Background: an optimization exercise with open tools, aiming at small area and a short achievable clock period. Do not read the settings as production practice.
In this exercise RTL edits were held to simulation tests only and were not proved equivalent to the original.
Power and IR drop assume default switching activity.

==> flow/design.v <==
package dm_pkg;
  localparam int LAT_MAX = 4;
  function automatic int lanes(input int w);
    lanes = w / 8;
  endfunction
  function automatic logic par8(input logic [7:0] b);
    par8 = ^b;
  endfunction
  function automatic int rd_np(input int depth);
    rd_np = ((depth + 2) / 3 + 3) / 4;
  endfunction
endpackage
module dm_delay_line #(
  parameter int DEPTH = 1,
  parameter int PW    = 32
) (
  input  logic          clk,
  input  logic          rst,
  input  logic          i_vld,
  input  logic [PW-1:0] i_dat,
  output logic          o_vld,
  output logic [PW-1:0] o_dat
);
  logic [DEPTH-1:0] r_vld;
  logic [PW-1:0]    r_dat [DEPTH];
  always_ff @(posedge clk or posedge rst) begin
    if (rst) begin
      r_vld <= '0;
      for (int i = 0; i < DEPTH; i++) begin
        r_dat[i] <= '0;
      end
    end else begin
      r_vld[0] <= i_vld;
      if (i_vld) begin
        r_dat[0] <= i_dat;
      end
      for (int i = 1; i < DEPTH; i++) begin
        r_vld[i] <= r_vld[i-1];
        if (r_vld[i-1]) begin
          r_dat[i] <= r_dat[i-1];
        end
      end
    end
  end
  assign o_vld = r_vld[DEPTH-1];
  assign o_dat = r_dat[DEPTH-1];
endmodule
module dm_pipelined #(
  parameter int N   = 7,
  parameter int W   = 32,
  parameter int LAT = 2
) (
  input  logic               clka,
  input  logic               rst,
  input  logic               ena,
  input  logic [dm_pkg::lanes(W)-1:0] wea,
  input  logic [N-1:0]       addra,
  input  logic [W-1:0]       dina,
  output logic [W-1:0]       douta,
  output logic               done
);
  localparam int B     = dm_pkg::lanes(W);
  localparam int DEPTH = 2 ** N;
  localparam int NP    = dm_pkg::rd_np(DEPTH);
  if (LAT != 2) begin : g_bad_lat
    $error("dm_pipelined: this implementation supports LAT = 2 only");
  end
  if (W % 8 != 0 || W < 8) begin : g_bad_w
    $error("dm_pipelined: W must be a positive multiple of 8");
  end
  logic [W-1:0] r_mem [DEPTH];
  localparam int NL = N / 2;
  localparam int NH = N - NL;
  logic [DEPTH-1:0] w_rwl;        
  logic [2**NL-1:0] w_pl;         
  logic [2**NH-1:0] w_ph;         
  logic [NP-1:0]    w_rd [W];     
  logic [N-1:0]     r_wa;
  logic [W-1:0]     r_wd;
  logic [B-1:0]     r_we;
  logic [B-1:0]     r_plwe_n [2**NL];
  logic [2**NH-1:0] r_ph_n;
  logic [B-1:0]     r_fwe;
  logic [W-1:0]     r_fwd;
  logic             r_ld;
  logic             r_done;
  logic [NP-1:0]    r_q1 [W];
  logic [W-1:0]     r_q2;
  dm_dec #(.N(N)) u_rdec (
    .i_addr (addra),
    .o_wl   (w_rwl)
  );
  dm_dec #(.N(NL)) u_pl (
    .i_addr (addra[NL-1:0]),
    .o_wl   (w_pl)
  );
  dm_dec #(.N(NH)) u_ph (
    .i_addr (addra[N-1:NL]),
    .o_wl   (w_ph)
  );
  always_ff @(posedge clka) begin
    for (int l = 0; l < 2**NL; l++) begin
      r_plwe_n[l] <= ~({B{w_pl[l]}} & ((ena && !rst) ? wea : '0));
    end
    r_ph_n <= ~w_ph;
    r_wa  <= addra;
    r_wd  <= dina;
    r_we  <= (ena && !rst) ? wea : '0;
    r_fwe <= (addra == r_wa) ? r_we : '0;
    r_fwd <= r_wd;
  end
  always_ff @(posedge clka) begin
    for (int w = 0; w < DEPTH; w++) begin
      for (int i = 0; i < B; i++) begin
        if (!(r_plwe_n[w % 2**NL][i] || r_ph_n[w / 2**NL])) begin
          r_mem[w][8*i +: 8] <= r_wd[8*i +: 8];
        end
      end
    end
  end
  for (genvar b = 0; b < W; b++) begin : g_col
    logic [DEPTH-1:0] w_col;
    for (genvar w = 0; w < DEPTH; w++) begin : g_w
      assign w_col[w] = r_mem[w][b];
    end
    dm_rd_col #(.DEPTH(DEPTH)) u_col (
      .i_sel (w_rwl),
      .i_dat (w_col),
      .o_p   (w_rd[b])
    );
  end
  always_ff @(posedge clka or posedge rst) begin
    if (rst) begin
      r_ld   <= 1'b0;
      r_done <= 1'b0;
    end else begin
      r_ld   <= ena & ~(|wea);
      r_done <= r_ld;
    end
  end
  always_ff @(posedge clka) begin
    for (int b = 0; b < W; b++) begin
      r_q1[b] <= w_rd[b];
      r_q2[b] <= r_fwe[b/8] ? r_fwd[b] : |r_q1[b];
    end
  end
  assign done  = r_done;
  assign douta = r_q2;
endmodule
module dm_rd_col #(
  parameter int DEPTH = 128
) (
  input  logic [DEPTH-1:0]                i_sel,
  input  logic [DEPTH-1:0]                i_dat,
  output logic [dm_pkg::rd_np(DEPTH)-1:0] o_p
);
  localparam int N1 = (DEPTH + 2) / 3;    
  localparam int N2 = dm_pkg::rd_np(DEPTH);
  logic [N1-1:0] w_l1;
  for (genvar k = 0; k < N1; k++) begin : g_l1
    localparam int LO = 3 * k;
    localparam int HI = (3 * k + 2 < DEPTH) ? 3 * k + 2 : DEPTH - 1;
    dm_aoi #(.K(HI - LO + 1)) u_g (.a(i_sel[HI:LO]), .b(i_dat[HI:LO]), .y(w_l1[k]));
  end
  for (genvar k = 0; k < N2; k++) begin : g_l2
    localparam int LO = 4 * k;
    localparam int HI = (4 * k + 3 < N1) ? 4 * k + 3 : N1 - 1;
    dm_nand #(.K(HI - LO + 1)) u_g (.a(w_l1[HI:LO]), .y(o_p[k]));
  end
endmodule
module dm_dec #(
  parameter int N = 7
) (
  input  logic [N-1:0]    i_addr,
  output logic [2**N-1:0] o_wl
);
  always_comb begin
    for (int w = 0; w < 2**N; w++) begin
      o_wl[w] = (i_addr == N'(w));
    end
  end
endmodule
module dm_aoi #(
  parameter int K = 3
) (
  input  logic [K-1:0] a,
  input  logic [K-1:0] b,
  output logic         y
);
  assign y = ~|(a & b);
endmodule
module dm_nand #(
  parameter int K = 4
) (
  input  logic [K-1:0] a,
  output logic         y
);
  assign y = ~&a;
endmodule
module dm_nor #(
  parameter int K = 4
) (
  input  logic [K-1:0] a,
  output logic         y
);
  assign y = ~|a;
endmodule
==> flow/flow/run.sh <==
#!/bin/bash
# The standard layout, with the reset, enable, byte-enable and done pins placed together
# on the bottom edge so that the done register sits next to its pin and its inputs.
set -e
export PRE_IO_PLACEMENT_TCL="$PWD/flow/io.tcl"
bash standard.sh > standard.log 2>&1
==> flow/flow/io.tcl <==
# Control pins and the done output share one stretch of the bottom edge.
set_io_pin_constraint -pin_names {rst ena wea[0] wea[1] wea[2] wea[3] done} -region bottom:250-310
==> flow/standard.sh <==
#!/bin/bash
# synth_recipe.tcl (not shown) runs the flow's synth.tcl, then flattens the netlist and writes it again
# the make line also repeats each setting of config.mk as NAME=value (left out here)
make -C /OpenROAD-flow-scripts/flow DESIGN_CONFIG=/design/flow/config.mk WORK_HOME=/design/flow/orfs CLKGATE_MAP_FILE= SYNTH_SCRIPT=/design/flow/synth_recipe.tcl "${@:-finish}"
==> flow/config.mk <==
export PLATFORM = sky130hd
export DESIGN_NAME = dm_pipelined
export DESIGN_NICKNAME = dm_pipelined
export VERILOG_FILES = /design/flow/design.v
export SDC_FILE = /design/flow/constraint.sdc
export NUM_CORES = 4
export LEC_CHECK = 0
export CAP_MARGIN = 20
export CORE_MARGIN = 2
export CORE_UTILIZATION = 65
export CTS_CLUSTER_DIAMETER = 100
export CTS_CLUSTER_SIZE = 25
export SETUP_SLACK_MARGIN = 2.15
export SLEW_MARGIN = 20
export SYNTH_HIERARCHICAL = 1
==> flow/constraint.sdc <==
create_clock -name core_clock -period 4.2 [get_ports {clka}]
set_input_delay 0.8400 -clock core_clock [delete_from_list [all_inputs] [get_ports {clka}]]
set_output_delay 0.8400 -clock core_clock [all_outputs]
set_load 0.01 [all_outputs]
==> flow_summary.ini, run 1 <==
[setup_path]
cp_cell_sequence = buf_2
critPathCaptureType = output port
criticalPathCategory = flop to output port
required_ns = 3.36
cp_slowest_cell = dfrtp_1
cp-start-kind = flop
cp_num_buf_inv = 1
startpoint = r_done
critical-path-max-stage-delay_ns = 0.36
path_delay_family = flip-flops
cp_max_fo = 1
arrival_ns = 1.39
r2r-start = r_q1[28][9]

[logic_synthesis]
ys_types = 37
ys_warn_count = 17
netlist_instances = 7412
yosys-top-cells-area = edfxtp_1 (80%), a222oi_1 (8.7%), dfxtp_1 (6.6%)
syn-cell-area_um2 = 154000
yosysTopAreaCell = edfxtp_1
synth_edf_count = 4096
synth_area_per_cell_um2 = 20.8
yosysSeqAreaShare = 0.863
yosys_most_used_dff = edfxtp_1
yosys.area.top_type_share = 0.797
async_reset_ff_frac = 0.000434
synthesis.nets = 7458
ys_ff_latch = 4609

[clock_network]
clkSinkCount = 4609
cts_tree = yes
cts-root-buf = clkbuf_16
cts_max_path_buffers = 3
htree_levels = 4
cts_buffers = 202
clkLatencyLatePin_ns = 0.92
clkSlewWorstSetupHoldPaths_ns = 0.10

[sta]
slew-limit-headroom = 0.115
fin_skew_ns = 0.0271
fmax_mhz = 448
finalSetupViolCount = 0
finalHoldViolations = 0
timing.setup.tns_ns = 0
grt_setup_unrepaired = yes
finalCritPeriodShare = 0.532
fin_crit_ns = 2.23
worst_pin_slew_ns = 1.33
maxSlewViolCount = 0

[route]
dr.pass1.iters = 14
wl_met2_um = 209000
drtAntennaViolNets = 0
wl_met3_um = 70300
drc = 0
wl_per_cell_um = 41.1
routed_wl_um = 465000
routed.top_layer = met5
wirelength_met1_um = 159000
vias = 86268
vias_per_cell = 7.62
drtIter0Drc = 20285

[placed_design]
routabilityCongestion = 0.924
hpwl_um = 283000
port_buffers = 78
dpl_cell_area_um2 = 162000
dp.cells = 10753

[layout]
post-route-util = 0.726
nets = 8035
layout_commonest_cell = edfxtp_1
stdcell_area_um2 = 171000
layout-drive-gt1-share = 0.134
area_growth_pct = 10.8
instances_no_fill = 11328
mostFrequentLayoutCells = edfxtp_1 (4096), a222oi_1 (1344), nor2_1 (483), dfxtp_1 (421), nand4_1 (326)

[power_and_ir_drop]
peakVddDrop_v = 0.000457
p_leak_nw = 51.7
p_per_area_nw_per_um2 = 441

[worst_hold_path]
min_from = addra[3]
min_path_type = input pin to flop

[floorplanning]
die_h_um = 491
dieArea_um2 = 241000
core_area_um2 = 236000
start_util = 0.655
die_w_um = 491
num_io_pins = 79
rows = 178

[global_route]
grt_antenna_before_repair = 32
overflow = 0
grt_pass1_vias = 79394
grt_pass1_wl_um = 632000
grt_max_degree = 130
gr-usage-all-layers = 0.380

[run_status]
status = no timing/DRC/antenna violations

[run]
max-cap-violations = 0
-- state kept, by name (all words and copies together), names as in the netlist --
| signal | count |
|---|---|
| r_mem | 4096 |
| r_q1 | 352 |
| r_fwd | 32 |
| r_plwe_n | 32 |
| r_q2 | 32 |
| r_wd | 32 |
| r_ph_n | 16 |
| r_wa | 7 |
| r_fwe | 4 |
| r_we | 4 |
| r_done | 1 |
| r_ld | 1 |
-- worst register-to-register path, cell delays in order, from the launching register on --
cell     delay, ns
dfxtp_1       0.50
nor3_1        0.99
nand3_1       0.25
mux2_2        0.34
-- per-stage QoR --
stage	hold WS, ns	total power (W)	worst slack, ns
finish	0.143	0.0755	1.97
global route	0.121	0.0770	1.92
CTS	0.0738	0.0754	1.91
detailed placement	0.337	0.0534	0.0641
global placement	0.332	0.0534	0.126
floorplan	0.331	0.0520	1.56
-- layout make-up --
type | count | area (um^2)
Antenna cell | 16 | 40.0
Clock buffer | 368 | 5810
Clock inverter | 9 | 108
Fill cell | 14117 | 64600
Inverter | 17 | 63.8
Multi-Input combinational cell | 2680 | 22100
Sequential cell | 4609 | 133000
Tap cell | 3150 | 3940
Timing Repair Buffer | 479 | 5440
-- cell usage after synthesis (all sizes together) (2+ instances only) --
master / instances
and2: 4
nor3b: 3
a222oi: 1344
nand3: 65
mux2: 32
nor4: 65
edfxtp: 4096
nand3b: 3
buf: 64
nand2: 33
nor2: 645
dfrtp: 2
nand4b: 4
and4b: 4
and3b: 3
and4bb: 6
a22oi: 32
or4b: 4
nor3: 34
or3b: 3
clkbuf: 90
xnor2: 7
nand4: 326
nand4bb: 6
dfxtp: 511
nor4b: 4
inv: 17
-- layer usage --
metal / global-route usage / vias up
met1: 0.539 / 44306
met2: 0.562 / 6866
met3: 0.0982 / 844
met4: 0.178 / 20
met5: 0 / -
li1: - / 34232
-- worst paths after layout --
check	end	slack (ns)	cells after the start
max	done	1.97	1
min	r_wa[3]	0.14	1
max reg2reg	r_q2[28]	2.02	3
min reg2reg	r_done	0.36	0
max in group asynchronous	r_ld	3.94	2
min in group asynchronous	r_done	0.15	2
-- report_power, final --
group	internal [W]	switching, W
sequential	0.0500	0.000576
combinational	0.000590	0.00145
clock	0.00945	0.0134
total	0.0601	0.0154
-- kinds of logic (layout without fill, tap and decap cells) --
family                 after synthesis  after routing  share of synthesized area
multiplexers                        32             32                    0.00233
buffers and inverters              171            873                    0.00500
other                                0             16                          0
AO/OA/AOI/OAI                     1376           1376                     0.0897
flip-flops                        4609           4609                      0.863
AND/OR/NAND/NOR                   1217           1265                     0.0392
XOR/XNOR                             7              7                   0.000397
-- timing repair --
action | in CTS | in global routing
resized for setup | 360 | 68
cloned | 50 | 5
endpoints found under the setup margin | 516 | 352
setup buffers | 99 | 27
pin swaps | 97 | 36
hold buffers | 0 | 0
==> run 2, diff against run 1 <==
--- a/flow/config.mk
+++ b/flow/config.mk
@@ -8,5 +8,5 @@
 export CAP_MARGIN = 20
 export CORE_MARGIN = 2
-export CORE_UTILIZATION = 65
+export CORE_UTILIZATION = 75
 export CTS_CLUSTER_DIAMETER = 100
 export CTS_CLUSTER_SIZE = 25
==> flow_summary.ini, run 2 <==
[setup_path]
critical-path-max-stage-delay_ns = 0.40
cp_slowest_cell = dfxtp_4
path_delay_family = flip-flops
required_ns = 3.36
arrival_ns = 1.39
criticalPathCategory = flop to output port
cp-start-kind = flop
cp_num_buf_inv = 1
cp_max_fo = 1
cp_cell_sequence = buf_6
critPathCaptureType = output port

[sta]
worst_pin_slew_ns = 1.31
fin_crit_ns = 2.23
finalCritPeriodShare = 0.532
timing.setup.tns_ns = 0
fin_skew_ns = 0.0340
worst_slack_ns = 1.97
finalHoldViolations = 0
maxSlewViolCount = 0
slew-limit-headroom = 0.127
grt_setup_unrepaired = yes
fmax_mhz = 448
finalSetupViolCount = 0

[global_route]
grt_max_degree = 130
grt_pass1_vias = 81931
gr-usage-all-layers = 0.427
grt_antenna_before_repair = 26
grt_pass1_wl_um = 619000
overflow = 0

[logic_synthesis]
yosysSeqAreaShare = 0.863
netlist_instances = 7412
yosys.area.top_type_share = 0.797
ys_types = 37
synth.most_common_cell = edfxtp_1
ys_warn_count = 17
synth_common_cells = edfxtp_1 (4096), a222oi_1 (1344), nor2_1 (629)
synth_area_per_cell_um2 = 20.8
synthesis.nets = 7458
synth_edf_count = 4096
yosysTopAreaCell = edfxtp_1
ys_ff_latch = 4609
yosys_most_used_dff = edfxtp_1
yosys-top-cells-area = edfxtp_1 (80%), a222oi_1 (8.7%), dfxtp_1 (6.6%)
async_reset_ff_frac = 0.000434
syn-cell-area_um2 = 154000

[floorplanning]
core_area_um2 = 205000
die_h_um = 458
start_util = 0.755
num_io_pins = 79
die_w_um = 458
dieArea_um2 = 209000
rows = 166

[run]
max-cap-violations = 0

[clock_network]
cts-root-buf = clkbuf_16
htree_levels = 4
cts_max_path_buffers = 3
cts_tree = yes
clkSlewWorstSetupHoldPaths_ns = 0.09
clkSinkCount = 4609
hold_buffers = 0
clkLatencyLatePin_ns = 0.91
cts_buffers = 202

[worst_hold_path]
min_path_type = input pin to asynchronous set/reset pin

[power_and_ir_drop]
peakVddDrop_v = 0.000520
p_leak_nw = 51.7
p_per_area_nw_per_um2 = 442

[layout]
final-seq-area_um2 = 133000
area_growth_pct = 10.3
nets = 8043
mostFrequentLayoutCells = edfxtp_1 (4096), a222oi_1 (1344), nor2_1 (507), dfxtp_1 (424), nand4_1 (326)
layout-drive-gt1-share = 0.130
fill_cells = 9152
layout_commonest_cell = edfxtp_1
largest_reg_flops = 4096
multi_input_area_um2 = 21900
largest_register = r_mem
top_regs = r_mem: 4096 flops, r_q1: 352 flops
stdcell_area_um2 = 170000

[route]
drtIter0Drc = 21915
wl_per_cell_um = 41.5
vias = 87838
dr.pass1.iters = 11
drc = 0
vias_per_cell = 8.08
routed_wl_um = 451000
drtAntennaViolNets = 0

[placed_design]
port_buffers = 78
dpl_cell_area_um2 = 161000
routabilityCongestion = 0.923
post-place-ws_ns = 0.281
hpwl_um = 268000

[run_status]
status = no timing/DRC/antenna violations
run 2: cell counts after synthesis:
No cell type changed its count.
run 2: repair_timing:
action	4_1_cts	5_1_grt
buffers inserted	102	46
pin swaps	98	31
setup endpoints to repair	419	460
gates cloned	52	5
gates resized for setup	357	68
run 2: worst paths after layout:
path,to,slack [ns],cells after the start,from
max in group asynchronous,r_done,3.93,2,rst
min reg2reg,r_done,0.36,0,r_ld
min,r_ld,0.16,2,rst
min in group core_clock,r_wa[3],0.18,1,addra[3]
max reg2reg,r_mem[35][8],2.01,1,r_plwe_n[3][1]
max,douta[10],1.97,1,r_q2[10]
run 2: final cells by class:
class,instances,share of cell area
flip-flops and latches,4609,0.784
multi-input cells,2676,0.129
clock buffers,365,0.0343
repair buffers,491,0.0324
well taps,2688,0.0197
clock inverters,8,0.000500
inverters,17,0.000375
diodes,15,0.000220
run 2: cells by family after synthesis:
| group | count (synthesis) | synth area share |
|---|---|---|
| AND/OR/NAND/NOR | 1217 | 0.0392 |
| buffers and inverters | 171 | 0.00500 |
| flip-flops | 4609 | 0.863 |
| multiplexers | 32 | 0.00233 |
| XOR/XNOR | 7 | 0.000397 |
| AO/OA/AOI/OAI | 1376 | 0.0897 |
run 2: where the power goes:
group	internal [W]	switching [W]	leakage [nW]
Sequential	0.0500	0.000594	41.0
Clock	0.00950	0.0132	2.81
Combinational	0.000583	0.00140	7.86
Total	0.0601	0.0152	51.7
run 2: routing by layer:
| layer | track usage | vias up | part of all wire |
|---|---|---|---|
| met5 | 0 | - | 0.00022 |
| met4 | 0.245 | 16 | 0.075 |
| met3 | 0.134 | 1285 | 0.18 |
| met2 | 0.613 | 8705 | 0.44 |
| met1 | 0.594 | 43591 | 0.31 |
| li1 | - | 34241 | - |
run 2: stage by stage:
stage / std cells / utilization / hold WS, ns / power, W
6_report: 10869 / 0.833 / 0.158 / 0.0753
5_1_grt: 10858 / 0.832 / 0.152 / 0.0767
4_1_cts: 10801 / 0.828 / 0.119 / 0.0749
3_5_place_dp: 10274 / 0.787 / 0.345 / 0.0533
3_3_place_gp: 10273 / 0.787 / 0.338 / 0.0533
2_1_floorplan: 7412 / - / 0.331 / 0.0520
==> run 3, diff against run 2 <==
==> flow/run.sh (new file) <==
#!/bin/bash
# synth_recipe.tcl (not shown) runs the flow's synth.tcl, then flattens the netlist and writes it again
# the make line also repeats each setting of config.mk as NAME=value (left out here)
make -C /OpenROAD-flow-scripts/flow DESIGN_CONFIG=/design/flow/config.mk WORK_HOME=/design/flow/orfs CLKGATE_MAP_FILE= SYNTH_SCRIPT=/design/flow/synth_recipe.tcl finish
--- a/flow/config.mk
+++ b/flow/config.mk
@@ -8,8 +8,8 @@
 export CAP_MARGIN = 20
 export CORE_MARGIN = 2
-export CORE_UTILIZATION = 75
+export CORE_UTILIZATION = 50
 export CTS_CLUSTER_DIAMETER = 100
 export CTS_CLUSTER_SIZE = 25
-export SETUP_SLACK_MARGIN = 2.15
+export SETUP_SLACK_MARGIN = 2.0
 export SLEW_MARGIN = 20
 export SYNTH_HIERARCHICAL = 1
removed: flow/flow/run.sh
removed: flow/flow/io.tcl
removed: flow/standard.sh
==> flow_summary.ini, run 3 <==
[route]
routed_wl_um = 482000
drtIter0Drc = 18735
drc = 0
wl_per_cell_um = 39.1
drtAntennaViolNets = 0
vias = 85998
vias_per_cell = 6.98
dr.pass1.iters = 10

[power_and_ir_drop]
power_frac_seq = 0.665
power_frac_clock = 0.308
peakVddDrop_v = 0.000366
power.switching_w = 0.0159
p_int_w = 0.0603
p_leak_nw = 51.6
power.total_w = 0.0761
p_per_area_nw_per_um2 = 442
switching_share = 0.208
pwr-share-comb = 0.027

[global_route]
grt_max_degree = 130
overflow = 0
grt_pass1_wl_um = 653000
grt_pass1_vias = 80425
grt_antenna_before_repair = 39
gr-usage-all-layers = 0.300

[clock_network]
cts_buffers = 208
clkLatencyLatePin_ns = 0.98
cts-root-buf = clkbuf_16
cts_tree = yes
htree_levels = 4
cts_max_path_buffers = 4
clkSlewWorstSetupHoldPaths_ns = 0.10
hold_buffers = 0
clkSinkCount = 4609

[sta]
maxSlewViolCount = 0
worst_slack_ns = 1.77
worst_pin_slew_ns = 1.31
fin_crit_ns = 2.43
fmax_mhz = 411
fin_hold_ws_ns = 0.0487
slew-limit-headroom = 0.122
finalCritPeriodShare = 0.580
finalHoldViolations = 0
grt_setup_unrepaired = yes
timing.setup.tns_ns = 0
fin_skew_ns = 0.0909
finalSetupViolCount = 0

[logic_synthesis]
synthesis.nets = 7458
synth.most_common_cell = edfxtp_1
yosysSeqAreaShare = 0.863
yosys-top-cells-area = edfxtp_1 (80%), a222oi_1 (8.7%), dfxtp_1 (6.6%)
netlist_instances = 7412
ys_ff_latch = 4609
yosysTopAreaCell = edfxtp_1
ys_types = 37
yosys_most_used_dff = edfxtp_1
syn-cell-area_um2 = 154000
ys_warn_count = 17
synth_common_cells = edfxtp_1 (4096), a222oi_1 (1344), nor2_1 (629)
yosys.area.top_type_share = 0.797
synth_edf_count = 4096
async_reset_ff_frac = 0.000434
synth_area_per_cell_um2 = 20.8

[layout]
area_growth_pct = 11.5
largest_register = r_mem
post-route-util = 0.559
mostFrequentLayoutCells = edfxtp_1 (4096), a222oi_1 (1344), nor2_1 (512), dfxtp_1 (419), nand4_1 (326)
top_regs = r_mem: 4096 flops, r_q1: 352 flops
largest_reg_flops = 4096
layout-drive-gt1-share = 0.131
layout_commonest_cell = edfxtp_1
nets = 8061
fill_cells = 23033

[setup_path]
reg2reg_slack_ns = 2.01
r2r-start = r_plwe_n[4][2]
cp_max_fo = 1
critical-path-max-stage-delay_ns = 0.46
arrival_ns = 1.59
criticalPathCategory = flop to output port
cp_cell_sequence = buf_6
reg2reg_depth = 2
required_ns = 3.36
cp_slowest_cell = dfrtp_2
startpoint = r_done
worstReg2RegEnd = r_mem[116][23]
cp-start-kind = flop
cp_num_buf_inv = 1
path_delay_family = flip-flops
critPathCaptureType = output port

[placed_design]
routabilityCongestion = 0.910
port_buffers = 78
post-place-ws_ns = -0.0813
hpwl_um = 289000

[floorplanning]
die_h_um = 560
start_util = 0.501
core_area_um2 = 308000
die_w_um = 560
dieArea_um2 = 313000
rows = 204
num_io_pins = 79

[run_status]
status = no timing/DRC/antenna violations

[run]
max-cap-violations = 0

[worst_hold_path]
min_path_type = input pin to asynchronous set/reset pin
[run 3: cell counts after synthesis]
Identical to the previous run, type by type.
[run 3: cell type report]
class | count | area (um^2) | share of cell area
Sequential cell | 4609 | 133000 | 0.775
Multi-Input combinational cell | 2697 | 22000 | 0.128
Clock buffer | 368 | 5850 | 0.0340
Timing Repair Buffer | 482 | 5380 | 0.0312
Tap cell | 4120 | 5150 | 0.0299
Clock inverter | 16 | 236 | 0.00137
Inverter | 17 | 63.8 | 0.000371
Antenna cell | 12 | 30.0 | 0.000174
[run 3: through the flow]
| step | cells | instance area, um^2 |
|---|---|---|
| floorplan | 7412 | 155000 |
| global placement | 11722 | 163000 |
| detailed placement | 11725 | 163000 |
| CTS | 12264 | 172000 |
| global route | 12312 | 172000 |
| finish | 12321 | 172000 |
[run 3: per-layer routing]
layer | up-vias | GRT usage | part of all wire
li1 | 34301 | - | -
met1 | 44982 | 0.419 | 0.37
met2 | 5979 | 0.465 | 0.46
met3 | 724 | 0.0503 | 0.12
met4 | 12 | 0.139 | 0.053
met5 | - | 0 | 0.00018
[run 3: how the worst max path moves through the flow]
stage	to	slack, ns	cells after the start
after floorplan	r_q1[0][4]	1.56	5
after global placement	r_q1[1][0]	-0.10	7
after detailed placement	r_q1[1][0]	-0.08	7
after global routing	done	1.70	1
final	done	1.77	1
after CTS	done	1.67	1
[run 3: timing repair]
action                                  in CTS  in global routing
pin swaps                                   95                 22
cloned                                      70                  2
gates resized for setup                    303                 31
buffers inserted                            85                 42
endpoints found under the setup margin     403                312
[run 3: cell families after synthesis]
| group | synth area share |
|---|---|
| buffers and inverters | 0.00500 |
| xor gates and xnor gates | 0.000397 |
| AOI/OAI and AO/OA | 0.0897 |
| DFF | 0.863 |
| and+or+nand+nor | 0.0392 |
| muxes | 0.00233 |
[run 3: power groups by stage]
| stage | logic (W) | clock network [W] | registers [W] |
|---|---|---|---|
| floorplan | 0.000488 | 0 | 0.0515 |
| global placement | 0.00180 | 0 | 0.0517 |
| detailed placement | 0.00185 | 0 | 0.0517 |
| CTS | 0.00198 | 0.0236 | 0.0506 |
| global route | 0.00208 | 0.0251 | 0.0507 |
| finish | 0.00205 | 0.0234 | 0.0507 |
==> run 4, diff against run 3 <==
--- a/flow/config.mk
+++ b/flow/config.mk
@@ -11,5 +11,5 @@
 export CTS_CLUSTER_DIAMETER = 100
 export CTS_CLUSTER_SIZE = 25
-export SETUP_SLACK_MARGIN = 2.0
+export SETUP_SLACK_MARGIN = 2.15
 export SLEW_MARGIN = 20
 export SYNTH_HIERARCHICAL = 1
==> flow_summary.ini, run 4 <==
[run_status]
status = no timing/DRC/antenna violations

[run]
max-cap-violations = 0

[clock_network]
cts-root-buf = clkbuf_16
clkSlewWorstSetupHoldPaths_ns = 0.10
clkLatencyLatePin_ns = 0.98
htree_levels = 4
cts_max_path_buffers = 4
cts_tree = yes
clkSinkCount = 4609
hold_buffers = 0
cts_buffers = 208

[floorplanning]
dieArea_um2 = 313000
rows = 204
core_area_um2 = 308000
die_h_um = 560
num_io_pins = 79
start_util = 0.501
die_w_um = 560

[setup_path]
cp_slowest_cell = dfrtp_2
cp_cell_sequence = buf_6
critPathCaptureType = output port
cp_num_buf_inv = 1
criticalPathCategory = flop to output port
cp-start-kind = flop
cp_max_fo = 1
arrival_ns = 1.59
required_ns = 3.36
critical-path-max-stage-delay_ns = 0.46
path_delay_family = flip-flops

[logic_synthesis]
synthesis.nets = 7458
synth_common_cells = edfxtp_1 (4096), a222oi_1 (1344), nor2_1 (629)
netlist_instances = 7412
async_reset_ff_frac = 0.000434
synth_edf_count = 4096
synth.most_common_cell = edfxtp_1
yosysSeqAreaShare = 0.863
yosys_most_used_dff = edfxtp_1
yosys.area.top_type_share = 0.797
ys_warn_count = 17
yosysTopAreaCell = edfxtp_1
ys_types = 37
yosys-top-cells-area = edfxtp_1 (80%), a222oi_1 (8.7%), dfxtp_1 (6.6%)
syn-cell-area_um2 = 154000
ys_ff_latch = 4609
synth_area_per_cell_um2 = 20.8

[layout]
mostFrequentLayoutCells = edfxtp_1 (4096), a222oi_1 (1344), nor2_1 (455), dfxtp_1 (419), nand4_1 (326)
largest_register = r_mem
top_regs = r_mem: 4096 flops, r_q1: 352 flops
instances_no_fill = 12403
layout_commonest_cell = edfxtp_1
area_growth_pct = 12.5
layout-drive-gt1-share = 0.147
stdcell_area_um2 = 174000
post-route-util = 0.564
nets = 8142
largest_reg_flops = 4096

[sta]
worst_pin_slew_ns = 1.29
slew-limit-headroom = 0.133
finalCritPeriodShare = 0.579
finalSetupViolCount = 0
grt_setup_unrepaired = yes
fin_skew_ns = 0.0837
finalHoldViolations = 0
fmax_mhz = 411
fin_hold_ws_ns = 0.0501
maxSlewViolCount = 0
fin_crit_ns = 2.43

[route]
vias = 86182
vias_per_cell = 6.95
routed_wl_um = 484000
drtAntennaViolNets = 0
wl_per_cell_um = 39.0
drtIter0Drc = 19034
dr.pass1.iters = 9
drc = 0

[placed_design]
routabilityCongestion = 0.910
port_buffers = 78
dp.cells = 11725
hpwl_um = 289000
dpl_cell_area_um2 = 163000

[global_route]
grt_pass1_vias = 80587
grt_max_degree = 130
overflow = 0
grt_antenna_before_repair = 35
grt_pass1_wl_um = 655000
gr-usage-all-layers = 0.301

[worst_hold_path]
min_path_type = input pin to asynchronous set/reset pin

[power_and_ir_drop]
peakVddDrop_v = 0.000365
p_leak_nw = 52.2
p_per_area_nw_per_um2 = 439
run 4: cell families after synthesis:
family | after synthesis | share of synthesized area
AO/OA/AOI/OAI | 1376 | 0.0897
XOR/XNOR | 7 | 0.000397
buffers and inverters | 171 | 0.00500
flip-flops | 4609 | 0.863
multiplexers | 32 | 0.00233
AND/OR/NAND/NOR | 1217 | 0.0392
run 4: worst paths after layout:
check,start,end,slack [ns],cells past startpoint
worst max-delay path,r_done,done,1.77,1
worst min-delay path,rst,r_ld,0.05,2
worst max register to register,r_plwe_n[2][3],r_mem[26][24],2.04,1
worst min register to register,r_ld,r_done,0.36,0
max in group asynchronous,rst,r_done,4.03,2
min in group core_clock,addra[0],r_wa[0],0.18,1
run 4: repair_timing:
action / 4_1_cts / 5_1_grt
hold endpoints to repair: 0 / 0
gates resized for setup: 348 / 108
buffers inserted: 122 / 83
cloned: 72 / 3
pin swaps: 109 / 55
setup endpoints to repair: 554 / 559
run 4: metrics by stage:
step / total power [W] / setup WS, ns / setup TNS (ns)
2_1_floorplan: 0.0520 / 1.56 / 0
3_3_place_gp: 0.0535 / -0.104 / -0.174
3_5_place_dp: 0.0535 / -0.0813 / -0.185
4_1_cts: 0.0762 / 1.67 / 0
5_1_grt: 0.0779 / 1.70 / 0
6_report: 0.0762 / 1.77 / 0
run 4: power by group:
part | switching [W] | internal (W)
clock network | 0.0139 | 0.00964
logic | 0.00147 | 0.000630
registers | 0.000615 | 0.0500
run 4: cell type report:
cell class              count  area, um^2
well taps                4120        5150
flip-flops and latches   4609      133000
multi-input cells        2698       22200
clock inverters            16         236
inverters                  17        63.8
clock buffers             368        5850
fillers                 22855      134000
repair buffers            562        6670
diodes                     13        32.5
run 4: layer usage:
layer / part of all wire / global-route usage
met5: 0.00033 / 0
met4: 0.056 / 0.143
met3: 0.12 / 0.0555
met2: 0.46 / 0.464
met1: 0.36 / 0.416
==> run 5, diff against run 4 <==
--- a/flow/design.v
+++ b/flow/design.v
@@ -8,5 +8,5 @@
   endfunction
   function automatic int rd_np(input int depth);
-    rd_np = ((depth + 2) / 3 + 3) / 4;
+    rd_np = ((depth + 7) / 8 + 1) / 2;
   endfunction
 endpackage
@@ -70,15 +70,10 @@
   end
   logic [W-1:0] r_mem [DEPTH];
-  localparam int NL = N / 2;
-  localparam int NH = N - NL;
   logic [DEPTH-1:0] w_rwl;        
-  logic [2**NL-1:0] w_pl;         
-  logic [2**NH-1:0] w_ph;         
+  logic [DEPTH-1:0] w_wwl;        
   logic [NP-1:0]    w_rd [W];     
   logic [N-1:0]     r_wa;
   logic [W-1:0]     r_wd;
   logic [B-1:0]     r_we;
-  logic [B-1:0]     r_plwe_n [2**NL];
-  logic [2**NH-1:0] r_ph_n;
   logic [B-1:0]     r_fwe;
   logic [W-1:0]     r_fwd;
@@ -91,17 +86,9 @@
     .o_wl   (w_rwl)
   );
-  dm_dec #(.N(NL)) u_pl (
-    .i_addr (addra[NL-1:0]),
-    .o_wl   (w_pl)
-  );
-  dm_dec #(.N(NH)) u_ph (
-    .i_addr (addra[N-1:NL]),
-    .o_wl   (w_ph)
+  dm_dec #(.N(N)) u_wdec (
+    .i_addr (r_wa),
+    .o_wl   (w_wwl)
   );
   always_ff @(posedge clka) begin
-    for (int l = 0; l < 2**NL; l++) begin
-      r_plwe_n[l] <= ~({B{w_pl[l]}} & ((ena && !rst) ? wea : '0));
-    end
-    r_ph_n <= ~w_ph;
     r_wa  <= addra;
     r_wd  <= dina;
@@ -113,5 +100,5 @@
     for (int w = 0; w < DEPTH; w++) begin
       for (int i = 0; i < B; i++) begin
-        if (!(r_plwe_n[w % 2**NL][i] || r_ph_n[w / 2**NL])) begin
+        if (w_wwl[w] && r_we[i]) begin
           r_mem[w][8*i +: 8] <= r_wd[8*i +: 8];
         end
@@ -127,5 +114,5 @@
       .i_sel (w_rwl),
       .i_dat (w_col),
-      .o_p   (w_rd[b])
+      .o_pn  (w_rd[b])
     );
   end
@@ -142,5 +129,5 @@
     for (int b = 0; b < W; b++) begin
       r_q1[b] <= w_rd[b];
-      r_q2[b] <= r_fwe[b/8] ? r_fwd[b] : |r_q1[b];
+      r_q2[b] <= r_fwe[b/8] ? r_fwd[b] : ~(&r_q1[b]);
     end
   end
@@ -153,19 +140,35 @@
   input  logic [DEPTH-1:0]                i_sel,
   input  logic [DEPTH-1:0]                i_dat,
-  output logic [dm_pkg::rd_np(DEPTH)-1:0] o_p
-);
-  localparam int N1 = (DEPTH + 2) / 3;    
-  localparam int N2 = dm_pkg::rd_np(DEPTH);
-  logic [N1-1:0] w_l1;
-  for (genvar k = 0; k < N1; k++) begin : g_l1
-    localparam int LO = 3 * k;
-    localparam int HI = (3 * k + 2 < DEPTH) ? 3 * k + 2 : DEPTH - 1;
-    dm_aoi #(.K(HI - LO + 1)) u_g (.a(i_sel[HI:LO]), .b(i_dat[HI:LO]), .y(w_l1[k]));
-  end
+  output logic [dm_pkg::rd_np(DEPTH)-1:0] o_pn
+);
+  localparam int N2 = (DEPTH + 7) / 8;    
+  localparam int N3 = dm_pkg::rd_np(DEPTH);
+  logic [N2-1:0] w_l2;
   for (genvar k = 0; k < N2; k++) begin : g_l2
-    localparam int LO = 4 * k;
-    localparam int HI = (4 * k + 3 < N1) ? 4 * k + 3 : N1 - 1;
-    dm_nand #(.K(HI - LO + 1)) u_g (.a(w_l1[HI:LO]), .y(o_p[k]));
-  end
+    localparam int LO = 8 * k;
+    localparam int HI = (8 * k + 7 < DEPTH) ? 8 * k + 7 : DEPTH - 1;
+    dm_grp #(.K(HI - LO + 1)) u_g (.a(i_sel[HI:LO]), .b(i_dat[HI:LO]), .y(w_l2[k]));
+  end
+  for (genvar k = 0; k < N3; k++) begin : g_l3
+    localparam int LO = 2 * k;
+    localparam int HI = (2 * k + 1 < N2) ? 2 * k + 1 : N2 - 1;
+    dm_nor #(.K(HI - LO + 1)) u_g (.a(w_l2[HI:LO]), .y(o_pn[k]));
+  end
+endmodule
+module dm_grp #(
+  parameter int K = 8
+) (
+  input  logic [K-1:0] a,
+  input  logic [K-1:0] b,
+  output logic         y
+);
+  localparam int M = (K + 1) / 2;
+  logic [M-1:0] w_t;
+  for (genvar k = 0; k < M; k++) begin : g_t
+    localparam int LO = 2 * k;
+    localparam int HI = (2 * k + 1 < K) ? 2 * k + 1 : K - 1;
+    assign w_t[k] = ~|(a[HI:LO] & b[HI:LO]);
+  end
+  assign y = ~&w_t;
 endmodule
 module dm_dec #(
--- a/flow/config.mk
+++ b/flow/config.mk
@@ -11,5 +11,5 @@
 export CTS_CLUSTER_DIAMETER = 100
 export CTS_CLUSTER_SIZE = 25
-export SETUP_SLACK_MARGIN = 2.15
+export SETUP_SLACK_MARGIN = 2.0
 export SLEW_MARGIN = 20
 export SYNTH_HIERARCHICAL = 1
==> flow_summary.ini, run 5 <==
[placed_design]
dp.cells = 12801
port_buffers = 78
hpwl_um = 305000
routabilityCongestion = 0.913
post-place-ws_ns = 0.189
dpl_cell_area_um2 = 166000

[setup_path]
cp-endpoint = r_mem[114][5]
cp-start-kind = flop
critPathCaptureType = flop
startpoint = r_wa[0]
required_ns = 4.85
cp_max_fo = 16
arrival_ns = 2.96
r2r-start = r_wa[0]
reg2reg_slack_ns = 1.89
worstReg2RegEnd = r_mem[114][5]
criticalPathCategory = flop to flop
reg2reg_depth = 6

[layout]
final-seq-area_um2 = 131000
layout-drive-gt1-share = 0.167
stdcell_area_um2 = 176000
area_growth_pct = 12.2
instances_no_fill = 13349
multi_input_area_um2 = 27200
largest_reg_flops = 4096
nets = 9078
largest_register = r_mem
layout_commonest_cell = edfxtp_1
mostFrequentLayoutCells = edfxtp_1 (4096), a22oi_1 (2035), nand4_1 (579), and2_2 (361), dfxtp_1 (306)
top_regs = r_mem: 4096 flops, r_q1: 256 flops
fill_cells = 23636

[logic_synthesis]
yosysTopAreaCell = edfxtp_1
yosys_most_used_dff = edfxtp_1
synth_common_cells = edfxtp_1 (4096), a22oi_1 (2048), nand4_1 (579)
ys_types = 27
yosys-top-cells-area = edfxtp_1 (79%), a22oi_1 (9.8%), dfxtp_1 (4.7%)
synth_area_per_cell_um2 = 18.6
ys_warn_count = 13
yosysSeqAreaShare = 0.832
synth_edf_count = 4096
synth.most_common_cell = edfxtp_1
ys_ff_latch = 4465
netlist_instances = 8405
synthesis.nets = 8451
async_reset_ff_frac = 0.000448
syn-cell-area_um2 = 157000
yosys.area.top_type_share = 0.785

[route]
vias_per_cell = 6.61
drc = 0
routed.top_layer = met5
dr.pass1.iters = 6
drtIter0Drc = 14740
routed_wl_um = 486000
wirelength_met1_um = 189000
drtAntennaViolNets = 0
wl_met2_um = 223000
wl_per_cell_um = 36.4
wl_met3_um = 54000
vias = 88172

[floorplanning]
die_w_um = 564
rows = 205
dieArea_um2 = 318000
die_h_um = 564
num_io_pins = 79
start_util = 0.502
core_area_um2 = 312000

[run]
max-cap-violations = 0

[clock_network]
htree_levels = 4
clkSlewWorstSetupHoldPaths_ns = 0.11
cts_buffers = 202
cts_max_path_buffers = 4
clkLatencyLatePin_ns = 0.96
cts_tree = yes
clkSinkCount = 4465
cts-root-buf = clkbuf_16

[sta]
fin_hold_ws_ns = 0.0773
maxSlewViolCount = 0
worst_pin_slew_ns = 1.15
finalSetupViolCount = 0
finalCritPeriodShare = 0.550
grt_setup_unrepaired = yes
fin_skew_ns = 0.0791
slew-limit-headroom = 0.236
timing.setup.tns_ns = 0
finalHoldViolations = 0
fmax_mhz = 433
worst_slack_ns = 1.89
fin_crit_ns = 2.31

[global_route]
gr-usage-all-layers = 0.297
grt_pass1_wl_um = 658000
grt_max_degree = 130
grt_pass1_vias = 82654
overflow = 0
grt_antenna_before_repair = 58

[worst_hold_path]
min_path_type = input pin to asynchronous set/reset pin

[power_and_ir_drop]
peakVddDrop_v = 0.000343
p_per_area_nw_per_um2 = 423
p_leak_nw = 53.2

[run_status]
status = no timing/DRC/antenna violations
## run 5: changes by cell type in the layout (fill, tap and decap cells not counted), moves of 58 or more
cell      previous run  this run
a22oi_1              0      2035
and2_4               0       123
nor2_1             455       285
nand4_1            326       579
a222oi_1          1344         0
dfxtp_1            419       306
and2_2               0       361
nand3_1             64         6
## run 5: critical path: stages, from the launching register on
cell and delay (ns):
dfxtp_4 0.44, or4b_4 0.58, buf_12 0.19, buf_4 0.17
nor2_1 0.11, buf_4 0.19, and2_4 0.28
## run 5: layout make-up
class / count / area share
timing repair buffer: 547 / 0.0379
inverter: 33 / 0.000705
clock buffer: 354 / 0.0324
tap: 4140 / 0.0295
clock inverter: 11 / 0.00113
sequential: 4465 / 0.743
multi-input combinational: 3783 / 0.155
antenna: 16 / 0.000228
## run 5: cells by family after synthesis
logic type,Yosys count,synth area share
flops,4465,0.832
buf+inv,157,0.00731
simple gates,1696,0.0607
xor+xnor,7,0.000391
compound gates,2080,0.0992
## run 5: how the worst min path moves through the flow
| stage | from | endpoint | slack (ns) | cells after the start |
|---|---|---|---|---|
| 6_report | rst | r_done | 0.08 | 2 |
| 5_1_grt | rst | r_done | 0.07 | 2 |
| 4_1_cts | rst | r_done | 0.03 | 2 |
| 3_5_place_dp | r_ld | r_done | 0.35 | 0 |
| 3_3_place_gp | r_ld | r_done | 0.34 | 0 |
| 2_1_floorplan | r_ld | r_done | 0.33 | 0 |
## run 5: per-layer routing
layer  vias up  track usage
li1      36243            -
met5         -            0
met4        34        0.106
met3       731       0.0591
met1     46194        0.425
met2      4970        0.457
## run 5: power by group
part	internal (W)	total [W]	switching, W
Clock	0.00942	0.0229	0.0135
Sequential	0.0487	0.0494	0.000688
Combinational	0.000533	0.00201	0.00148
## run 5: what timing repair did
item,in CTS,in global routing
gates cloned,11,10
hold buffers,0,0
setup endpoints to repair,4385,1864
setup buffers,101,44
gates resized for setup,916,209
pin swaps,49,30
endpoints found under the hold margin,0,0
## run 5: metrics by stage
step | total power (W) | util
CTS | 0.0743 | 0.559
floorplan | 0.0506 | -
detailed placement | 0.0522 | 0.531
global route | 0.0759 | 0.563
finish | 0.0743 | 0.563
global placement | 0.0521 | 0.531

-- static timing again, ports no longer ideal --
Ports are ideal in the flow. The routed layouts listed here were re-timed in OpenROAD. Step 1, drivers: a clkbuf_16 drives clka and a buf_2 each remaining input, both assumed. Step 2, shift: input delay + t, output delay - t, t = (earliest + latest rising clock arrival at the registers) / 2. This alone moves slack from input paths to output paths. a / b / c = ideal ports / drivers / drivers and shift; a / b = the first two.
run | shift t [ns] | slack for setup (ns) | hold slack, ns | clock arrival spread, ns
run 1 | 1.004 | 1.967 / 1.870 / 0.930 | 0.143 / 0.080 / 0.360 | 0.037 / 0.037
run 2 | 0.982 | 1.968 / 1.870 / 1.082 | 0.158 / 0.083 / 0.356 | 0.047 / 0.047
run 3 | 1.038 | 1.766 / 1.665 / 0.663 | 0.049 / -0.031 / 0.358 | 0.091 / 0.092
run 4 | 1.038 | 1.769 / 1.669 / 0.901 | 0.050 / -0.028 / 0.359 | 0.084 / 0.084
run 5 | 1.022 | 1.891 / 1.787 / 0.869 | 0.077 / -0.008 / 0.379 | 0.092 / 0.092
After both steps setup and hold are still met in every run listed. The setup slack of run 3, which loses most, moves by -0.101 ns with the drivers and by -1.103 ns with both steps.
